This is an optimization exercise on Yosys and OpenROAD, whose aim is small area and a short achievable clock period, not a production implementation.
Only simulation tests tie the RTL to the original design; equivalence was not proved.

===== design.v =====
`timescale 1ns/1ps
module bbox_extent (
    input  logic [143:0] tri_in,
    input  logic [47:0]  screen,
    input  logic [2:0]   keep,
    output logic [95:0]  box
);
    logic signed [23:0] vx [3];
    logic signed [23:0] vy [3];
    logic signed [23:0] llx, lly, urx, ury, scr_w, scr_h;
    logic [23:0] mask;
    always_comb begin
        for (int i = 0; i < 3; i++) begin
            vx[i] = tri_in[48*i+24 +: 24];
            vy[i] = tri_in[48*i    +: 24];
        end
    end
    assign {scr_w, scr_h} = screen;
    assign mask = {14'h3fff, keep, 7'h0};
    always_comb begin
        llx = vx[0];
        lly = vy[0];
        urx = vx[0];
        ury = vy[0];
        for (int i = 1; i < 3; i++) begin
            if (vx[i] < llx) llx = vx[i];
            if (vy[i] < lly) lly = vy[i];
            if (vx[i] > urx) urx = vx[i];
            if (vy[i] > ury) ury = vy[i];
        end
        llx = llx & mask;
        lly = lly & mask;
        urx = urx & mask;
        ury = ury & mask;
        if (urx > scr_w) urx = scr_w;
        if (ury > scr_h) ury = scr_h;
        if (llx < 0) llx = '0;
        if (lly < 0) lly = '0;
    end
    assign box = {llx, lly, urx, ury};
endmodule
`timescale 1ns/1ps
module bbox_snap (
    input  logic [3:0] ss_code,
    output logic [2:0] keep
);
    always_comb begin
        case (ss_code)
            4'b0100: keep = 3'b100;
            4'b0010: keep = 3'b110;
            4'b0001: keep = 3'b111;
            default: keep = 3'b000;
        endcase
    end
endmodule
`timescale 1ns/1ps
module bbox_clip (
    input  logic [24:0] dx10,
    input  logic [24:0] dy21,
    input  logic [24:0] dy10,
    input  logic [24:0] dx21,
    output logic        back_face
);
    localparam int NR = 13;    
    localparam int SW = 50;    
    localparam logic [SW-1:0] KSUM = 50'h2aaaaabffffff;
    logic [25:0] ma, mc;
    logic [26:0] rb, rd;       
    logic [SW-1:0] rows [2*NR];
    logic [SW-1:0] neg_ab, neg_cd;
    logic [SW-1:0] sum;
    assign ma = {dx10[24], dx10};
    assign mc = {dy10[24], dy10};
    assign rb = {dy21[24], dy21, 1'b0};
    assign rd = {dx21[24], dx21, 1'b0};
    genvar j;
    generate
        for (j = 0; j < NR; j = j + 1) begin : g_row
            logic        s1a, s2a, nga, s1c, s2c, ngc;
            logic [25:0] pa, pc;
            assign s1a = rb[2*j+1] ^ rb[2*j];
            assign s2a = (rb[2*j+2] & ~rb[2*j+1] & ~rb[2*j]) |
                         (~rb[2*j+2] & rb[2*j+1] & rb[2*j]);
            assign nga = rb[2*j+2];
            assign pa  = (({26{s1a}} & ma) | ({26{s2a}} & {ma[24:0], 1'b0})) ^ {26{nga}};
            assign s1c = rd[2*j+1] ^ rd[2*j];
            assign s2c = (rd[2*j+2] & ~rd[2*j+1] & ~rd[2*j]) |
                         (~rd[2*j+2] & rd[2*j+1] & rd[2*j]);
            assign ngc = ~rd[2*j+2];
            assign pc  = (({26{s1c}} & mc) | ({26{s2c}} & {mc[24:0], 1'b0})) ^ {26{ngc}};
            assign rows[j]      = {{(SW-26){1'b0}}, ~pa[25], pa[24:0]} << (2*j);
            assign rows[NR + j] = {{(SW-26){1'b0}}, ~pc[25], pc[24:0]} << (2*j);
            assign neg_ab[2*j]   = nga;
            assign neg_cd[2*j]   = ngc;
            assign neg_ab[2*j+1] = 1'b0;
            assign neg_cd[2*j+1] = 1'b0;
        end
    endgenerate
    assign neg_ab[SW-1:2*NR] = '0;
    assign neg_cd[SW-1:2*NR] = '0;
    always_comb begin
        sum = KSUM + neg_ab + neg_cd;
        for (int k = 0; k < 2*NR; k++) sum = sum + rows[k];
    end
    assign back_face = ~sum[SW-1];
endmodule
`timescale 1ns/1ps
module bbox_pipe (
    input  logic [143:0] tri_in,
    output logic [24:0]  dx10,
    output logic [24:0]  dy21,
    output logic [24:0]  dy10,
    output logic [24:0]  dx21
);
    logic signed [24:0] x0, y0, x1, y1, x2, y2;
    assign x0 = {tri_in[  47], tri_in[  24 +: 24]};
    assign y0 = {tri_in[  23], tri_in[   0 +: 24]};
    assign x1 = {tri_in[  95], tri_in[  72 +: 24]};
    assign y1 = {tri_in[  71], tri_in[  48 +: 24]};
    assign x2 = {tri_in[ 143], tri_in[ 120 +: 24]};
    assign y2 = {tri_in[ 119], tri_in[  96 +: 24]};
    assign dx10 = x1 - x0;
    assign dy21 = y2 - y1;
    assign dy10 = y1 - y0;
    assign dx21 = x2 - x1;
endmodule
`timescale 1ns/1ps
module bbox_top (
    input  logic               clk,
    input  logic               rst_n,
    input  logic [143:0]       tri_in,
    input  logic               tri_valid,
    input  logic [47:0]        screen,
    input  logic [3:0]         ss_code,
    input  logic               hold,
    output logic [143:0]       out_tri,
    output logic [95:0]        out_box,
    output logic               out_valid
);
    logic [47:0]  scr_r;
    logic [2:0]   keep_r, keep_d;
    logic [143:0] t1_q, t2_q, t3_q;
    logic         v1, v2, v3;
    logic [24:0]  dx10_d, dy21_d, dy10_d, dx21_d;
    logic [24:0]  dx10, dy21, dy10, dx21;
    logic [95:0]  box_d, box3;
    logic         back_face;
    bbox_snap u_snap (
        .ss_code (ss_code),
        .keep    (keep_d)
    );
    bbox_pipe u_diff (
        .tri_in (t1_q),
        .dx10   (dx10_d),
        .dy21   (dy21_d),
        .dy10   (dy10_d),
        .dx21   (dx21_d)
    );
    bbox_clip u_cull (
        .dx10      (dx10),
        .dy21      (dy21),
        .dy10      (dy10),
        .dx21      (dx21),
        .back_face (back_face)
    );
    bbox_extent u_extent (
        .tri_in (t2_q),
        .screen (scr_r),
        .keep   (keep_r),
        .box    (box_d)
    );
    always_ff @(posedge clk) begin
        scr_r  <= screen;
        keep_r <= keep_d;
    end
    always_ff @(posedge clk) begin
        if (!hold) begin
            t1_q <= tri_in;
            t2_q <= t1_q;
            t3_q <= t2_q;
            dx10 <= dx10_d;
            dy21 <= dy21_d;
            dy10 <= dy10_d;
            dx21 <= dx21_d;
            box3 <= box_d;
        end
    end
    always_ff @(posedge clk or negedge rst_n) begin
        if (!rst_n) begin
            v1 <= 1'b0;
            v2 <= 1'b0;
            v3 <= 1'b0;
        end else if (!hold) begin
            v1 <= tri_valid;
            v2 <= v1;
            v3 <= v2 & ~back_face;
        end
    end
    assign out_tri   = t3_q;
    assign out_box   = box3;
    assign out_valid = v3;
endmodule

===== run.sh =====
#!/bin/bash
# synth_recipe.tcl (not shown) runs the flow's synth.tcl, then flattens the netlist and writes it again
# the make line also repeats each setting of config.mk as NAME=value (left out here)
make -C /OpenROAD-flow-scripts/flow DESIGN_CONFIG=/design/flow/config.mk WORK_HOME=/design/flow/orfs CLKGATE_MAP_FILE= SYNTH_SCRIPT=/design/flow/synth_recipe.tcl finish

===== config.mk =====
export PLATFORM = sky130hd
export DESIGN_NAME = bbox_top
export DESIGN_NICKNAME = bbox_top
export VERILOG_FILES = /design/flow/design.v
export SDC_FILE = /design/flow/constraint.sdc
export NUM_CORES = 4
export LEC_CHECK = 0
export ABC_AREA = 1
export CAP_MARGIN = 20
export CORE_MARGIN = 2
export CORE_UTILIZATION = 40
export SLEW_MARGIN = 20

===== constraint.sdc =====
create_clock -name core_clock -period 15.0 [get_ports {clk}]
set_input_delay 3.0000 -clock core_clock [delete_from_list [all_inputs] [get_ports {clk}]]
set_output_delay 3.0000 -clock core_clock [all_outputs]
set_load 0.01 [all_outputs]

==> flow_summary.json, run 1 <==
{
  "status": "finished clean",
  "drc": 0,
  "clk_path_buf_depth": 3,
  "holdBufCountCts": 0,
  "synth_area_per_cell_um2": 10.1,
  "cts.clk_slew.worst_paths_ps": 70,
  "max_freq_mhz": 104,
  "slew_headroom_pct": 24.0,
  "layout_common_cells": "inv_1 (1043), xor2_1 (649), nand2_1 (633)",
  "post-route-period-util_pct": 63.9,
  "synth_top_area_share_pct": 30.5,
  "vias": 47000,
  "ys_ff_latch": 668,
  "grt_max_degree": 182,
  "drt-initial-drc-count": 4939,
  "synthAdderAreaFrac_pct": 30.7,
  "rsz0062_at_grt": "false",
  "grt_first_pass_wirelength_mm": 312,
  "dpl.hpwl_mm": 157,
  "h-tree-depth": 3,
  "cts_tree": "done",
  "syn_area_um2": 60500,
  "start_util_pct": 40.3,
  "synth_edf_count": 614,
  "synth_top_family_by_area": "adder cells",
  "synth.area.mux_share_pct": 0,
  "pin_count": 441,
  "die_area_um2": 154000,
  "worstPathArrival_ps": 10110,
  "row_count": 142,
  "synthDistinctLibCells": 59,
  "grt_pass1_vias": 47600,
  "mostFrequentLayoutCell": "inv_1",
  "synth_compound_area_share_pct": 11.2,
  "worst_hold_path_type": "flop to flop",
  "critical_path_class": "flop to flop",
  "ys_async_sr_fraction_pct": 0.449,
  "gp_congestion": 0.950,
  "fin_crit_ps": 9580,
  "syn_to_final_growth_pct": 14.7,
  "path_max_fanout": 18,
  "cap_violations": 0,
  "fin_skew_ps": 28.3,
  "clkLatencyLatePin_ps": 650,
  "post_cts_buffers": 0,
  "core_um2": 150000,
  "die_h_um": 393,
  "drive_gt1_share_pct": 5.43,
  "worstPathRequired_ps": 15530,
  "setup_viol": 0,
  "grt_use_total_pct": 27.5,
  "ant_nets": 0,
  "cp-end-kind": "flop",
  "numClockSinks": 668,
  "slew_viol_final": 0,
  "final_hold_viol_count": 0,
  "cts_root_buf": "clkbuf_16",
  "final_util_pct": 46.2,
  "final_nets": 7660,
  "drt_pass1_iterations": 6,
  "tns_ps": 0,
  "die_x_um": 393,
  "startpoint_type": "flop",
  "yosysSeqAreaShare_pct": 32.3,
  "ys_warn_count": 7,
  "synth_simple_gate_area_share_pct": 6.90,
  "grt_antenna_before_repair": 7,
  "synth_cells": 6014,
  "wirelength_mm": 213,
  "yosys.area.top_type": "edfxtp_1",
  "ys.flop_type": "edfxtp_1",
  "synth_xor_area_share_pct": 10.0,
  "via_per_inst": 5.59,
  "grt_overflow": 0,
  "port_buffers": 426,
  "netlist_top_cells_area": "edfxtp_1 (30%), fa_1 (20%), ha_1 (11%)",
  "cts_resized": 0,
  "cts_buffers": 66,
  "route.detailed.wl_per_inst_um": 25.4,
  "worst_pin_slew_ps": 1130
}
cells in the mapped netlist (4+ instances only):
library cell,count
o21a_1,6
nor2_1,133
a211oi_1,22
nand3b_1,7
o21ai_1,70
nand2_2,27
clkbuf_1,217
nand4_1,32
o21ai_0,215
a21o_1,7
o21bai_1,6
nand3_1,76
edfxtp_1,614
nand2_4,18
xnor2_1,43
nor3_1,13
or2_2,4
a31oi_1,12
dfxtp_1,51
inv_1,1044
inv_2,34
buf_2,5
fa_1,606
o22ai_1,574
o211ai_1,13
xor2_1,649
a21boi_1,7
buf_6,4
o221ai_1,6
ha_1,517
a21oi_1,191
buf_4,15
nand2_1,637
nand3_2,6
clkinv_1,7
buf_1,85
critical path, stage by stage, from the launching register on:
cell	delay (ps)
edfxtp_1	990
clkinv_1	960
o21ai_1	790
buf_4	370
o22ai_1	120
xor2_1	250
fa_1	490
fa_1	550
inv_1	80
fa_1	510
inv_1	60
fa_1	520
inv_1	50
fa_1	470
inv_1	50
fa_1	510
fa_1	440
ha_1	290
ha_1	270
nand4_1	100
nor4b_1	900
nand4_1	210
nand3_1	250
nand2_1	80
nand3_1	80
o21ai_0	90
routing by layer:
layer	share of wire, %	wire length, µm	global-route usage, %	vias up
met3	9.6	20500	5.82	605
met5	0.012	26	0	-
met2	46	97400	43.3	2621
li1	-	-	-	20600
met4	5.5	11700	13.3	4
met1	39	83800	35.9	23200
flip-flops by register name, indices dropped and copies added (netlist names):
name,cells
t1_q,144
keep_r,3
scr_r,48
v2,1
dy21,25
dy10,25
v3,1
dx21,25
t3_q,144
box3,82
v1,1
t2_q,144
dx10,25
layout make-up:
class	instances	area, µm²
antenna	3	7.51
timing repair buffer	567	5360
multi-input combinational	3949	35700
tap	2016	2520
clock inverter	33	419
clock buffer	84	1800
fill	14200	80700
sequential	668	19500
inverter	1085	4080
path summary, 6_finish.rpt:
kind / startpoint / to / slack (ps) / depth (start not counted)
worst max-delay path: dx21[15]$_DFFE_PN_ / v3$_DFFE_PN0N_ / 5420 / 25
worst min-delay path: t2_q[6]$_DFFE_PN_ / t3_q[6]$_DFFE_PN_ / 430 / 0
worst max register to register: dx21[15]$_DFFE_PN_ / v3$_DFFE_PN0N_ / 5420 / 25
worst min register to register: t2_q[6]$_DFFE_PN_ / t3_q[6]$_DFFE_PN_ / 430 / 0
max in group asynchronous: rst_n / v1$_DFFE_PN0N_ / 12290 / 1
min in group asynchronous: rst_n / v2$_DFFE_PN0N_ / 2540 / 1
through the flow:
step	instance area, µm²	cells	hold WS (ps)	setup slack [ps]
2_1_floorplan	60600	6029	426	2470
3_3_place_gp	67100	8284	433	5650
3_5_place_dp	67200	8284	432	5520
4_1_cts	69400	8401	430	5470
5_1_grt	69400	8404	444	5020
6_report	69400	8405	432	5420
logic make-up (layout without fill, tap and decap cells):
kind of cell / Yosys count / count (layout)
compound gates: 1150 / 1150
xor+xnor: 692 / 692
fa+ha+maj: 1123 / 1123
buf+inv: 1412 / 1769
flops: 668 / 668
other cells: 1 / 19
simple gates: 968 / 968
==> inputs of run 2 (changes only) <==
--- a/config.mk
+++ b/config.mk
@@ -5,7 +5,6 @@
 export SDC_FILE = /design/flow/constraint.sdc
 export NUM_CORES = 4
 export LEC_CHECK = 0
-export ABC_AREA = 1
 export CAP_MARGIN = 20
 export CORE_MARGIN = 2
 export CORE_UTILIZATION = 40
==> flow_summary.json, run 2 <==
{
  "yosysMostFrequentCell": "inv_1",
  "dp_slack_ps": 5670,
  "synthDistinctLibCells": 84,
  "status": "finished clean",
  "rsz0062_at_grt": "false",
  "worst_hold_path_type": "flop to flop",
  "setup_viol": 0,
  "syn_area_um2": 69700,
  "holdBufCountCts": 0,
  "row_count": 153,
  "layout_common_cells": "inv_1 (856), nand2_1 (687), a21oi_1 (672)",
  "cp-end-kind": "flop",
  "die_h_um": 421,
  "cts.clk_slew.worst_paths_ps": 60,
  "h-tree-depth": 3,
  "gp_congestion": 0.969,
  "path_max_fanout": 45,
  "final_nets": 8950,
  "grt_pass1_vias": 57100,
  "die_x_um": 421,
  "slew_viol_final": 0,
  "whs_ps": 412,
  "die_area_um2": 178000,
  "clk_path_buf_depth": 3,
  "synth_simple_gate_area_share_pct": 10.1,
  "wirelength_mm": 250,
  "ys_async_sr_fraction_pct": 0.449,
  "synth_top_family_by_area": "adder cells",
  "grt_first_pass_wirelength_mm": 373,
  "top_regs": "t1_q: 144 flops, t2_q: 144 flops, t3_q: 144 flops",
  "post_cts_buffers": 0,
  "grt_antenna_before_repair": 10,
  "ant_nets": 0,
  "cts_root_buf": "clkbuf_16",
  "cts_buffers": 70,
  "slew_headroom_pct": 15.6,
  "synth_edf_count": 614,
  "port_buffers": 426,
  "ys_ff_latch": 668,
  "dpl.hpwl_mm": 180,
  "max_freq_mhz": 108,
  "route.detailed.wl_per_inst_um": 25.0,
  "core_um2": 173000,
  "worstPathArrival_ps": 9600,
  "worst_pin_slew_ps": 1260,
  "clkLatencyLatePin_ps": 700,
  "via_per_inst": 5.97,
  "syn_to_final_growth_pct": 11.6,
  "netlist_top_cells_area": "edfxtp_1 (26%), fa_1 (17%), ha_1 (9.3%)",
  "numClockSinks": 668,
  "crit_slowest_cell": "ha_1",
  "tns_ps": 0,
  "mostFrequentLayoutCell": "inv_1",
  "synthAdderAreaFrac_pct": 28.0,
  "synth_top_area_share_pct": 26.5,
  "synth_cells": 7694,
  "final_hold_viol_count": 0,
  "critical_path_class": "flop to flop",
  "yosys.area.top_type": "edfxtp_1",
  "pin_count": 441,
  "drive_gt1_share_pct": 4.96,
  "post-route-period-util_pct": 61.5,
  "yosys-top-cells-count": "inv_1 (857), nand2_1 (688), a21oi_1 (672)",
  "vias": 59800,
  "ys_warn_count": 7,
  "cts_resized": 0,
  "grt_overflow": 0,
  "setup_ws_ps": 5770,
  "worstPathRequired_ps": 15370,
  "synth_compound_area_share_pct": 20.2,
  "yosysSeqAreaShare_pct": 28.0,
  "drt_pass1_iterations": 8,
  "fin_skew_ps": 81.0,
  "synth_area_per_cell_um2": 9.06,
  "cts_tree": "done",
  "start_util_pct": 40.2,
  "cp_common_cell": "a21o_1",
  "drc": 0,
  "synth.area.mux_share_pct": 3.07,
  "drt-initial-drc-count": 8277,
  "cap_violations": 0,
  "startpoint_type": "flop",
  "slowest_delay_ps": 570,
  "fin_crit_ps": 9230,
  "grt_max_degree": 175,
  "synth_xor_area_share_pct": 1.67,
  "ys.flop_type": "edfxtp_1",
  "grt_use_total_pct": 27.3
}
## run 2: critical path, delay by kind of cell (launching register included)
kind            cells  cell delay [ps]
mux                 3             1030
compound gates     14             2850
flops               1              460
xor+xnor            2              420
fa+ha+maj           3             1110
simple gates        6             1600
buf+inv             4             1380
## run 2: cell families after synthesis
family / after synthesis
adders and majority gates: 1213
muxes: 206
other: 1
AOI/OAI and AO/OA: 2191
and+or+nand+nor: 1663
buffers and inverters: 1621
xor gates and xnor gates: 131
DFF: 668
## run 2: through the flow
stage | cells | cell area [µm²] | utilization (%)
after floorplan | 7709 | 69800 | -
after global placement | 9879 | 75400 | 43.5
after detailed placement | 9879 | 75400 | 43.5
after CTS | 10000 | 77800 | 44.8
after global routing | 10000 | 77800 | 44.9
final | 10000 | 77800 | 44.9
## run 2: final cells by class
type                    count  area (µm²)
diodes                      9        22.5
clock buffers              78        1800
clock inverters            47         573
fillers                 16600       95600
inverters                 862        3240
multi-input cells        5420       44100
flip-flops and latches    668       19500
well taps                2325        2910
repair buffers            605        5640
## run 2: final timing paths
path / slack, ps / start / depth (start not counted) / to
worst max-delay path: 5770 / t2_q[71]$_DFFE_PN_ / 32 / box3[14]$_DFFE_PN_
worst min-delay path: 410 / t1_q[12]$_DFFE_PN_ / 0 / t2_q[12]$_DFFE_PN_
worst max register to register: 5770 / t2_q[71]$_DFFE_PN_ / 32 / box3[14]$_DFFE_PN_
worst min register to register: 410 / t1_q[12]$_DFFE_PN_ / 0 / t2_q[12]$_DFFE_PN_
max in group asynchronous: 12230 / rst_n / 1 / v1$_DFFE_PN0N_
min in group asynchronous: 2530 / rst_n / 1 / v2$_DFFE_PN0N_
## run 2: layer usage
| metal | track usage (%) | part of all wire, % | vias to the layer above |
|---|---|---|---|
| met5 | 0 | 0.0052 | - |
| met3 | 6.06 | 11 | 446 |
| met2 | 41.9 | 44 | 3563 |
| met1 | 38.4 | 41 | 29000 |
| met4 | 8.52 | 3.4 | 2 |
| li1 | - | - | 26700 |

==> port drivers added, routing unchanged <==
The results above use ideal ports. As a check the final layouts listed here were re-extracted and re-timed, cells and wires unchanged.
Step 1 (the two cells are an assumption about what drives the block):
set clk [get_ports {clk}]
set_driving_cell -lib_cell sky130_fd_sc_hd__clkbuf_16 $clk
set_driving_cell -lib_cell sky130_fd_sc_hd__buf_2 [delete_from_list [all_inputs] $clk]
Step 2 also shifts input and output timing later by t, the mid clock arrival at the registers, as if the neighbouring blocks saw the same clock.
a / b / c = ideal ports / drivers / drivers and shift; a / b = the first two.
run	shift t [ns]	setup WS [ns]	worst setup path at the end	worst slew at a driven data input, ns
run 1	0.703	5.418 / 5.418 / 5.418	register to register	0.09
run 2	0.714	5.771 / 5.771 / 5.771	register to register	0.11
After both steps every run listed still meets setup and hold.
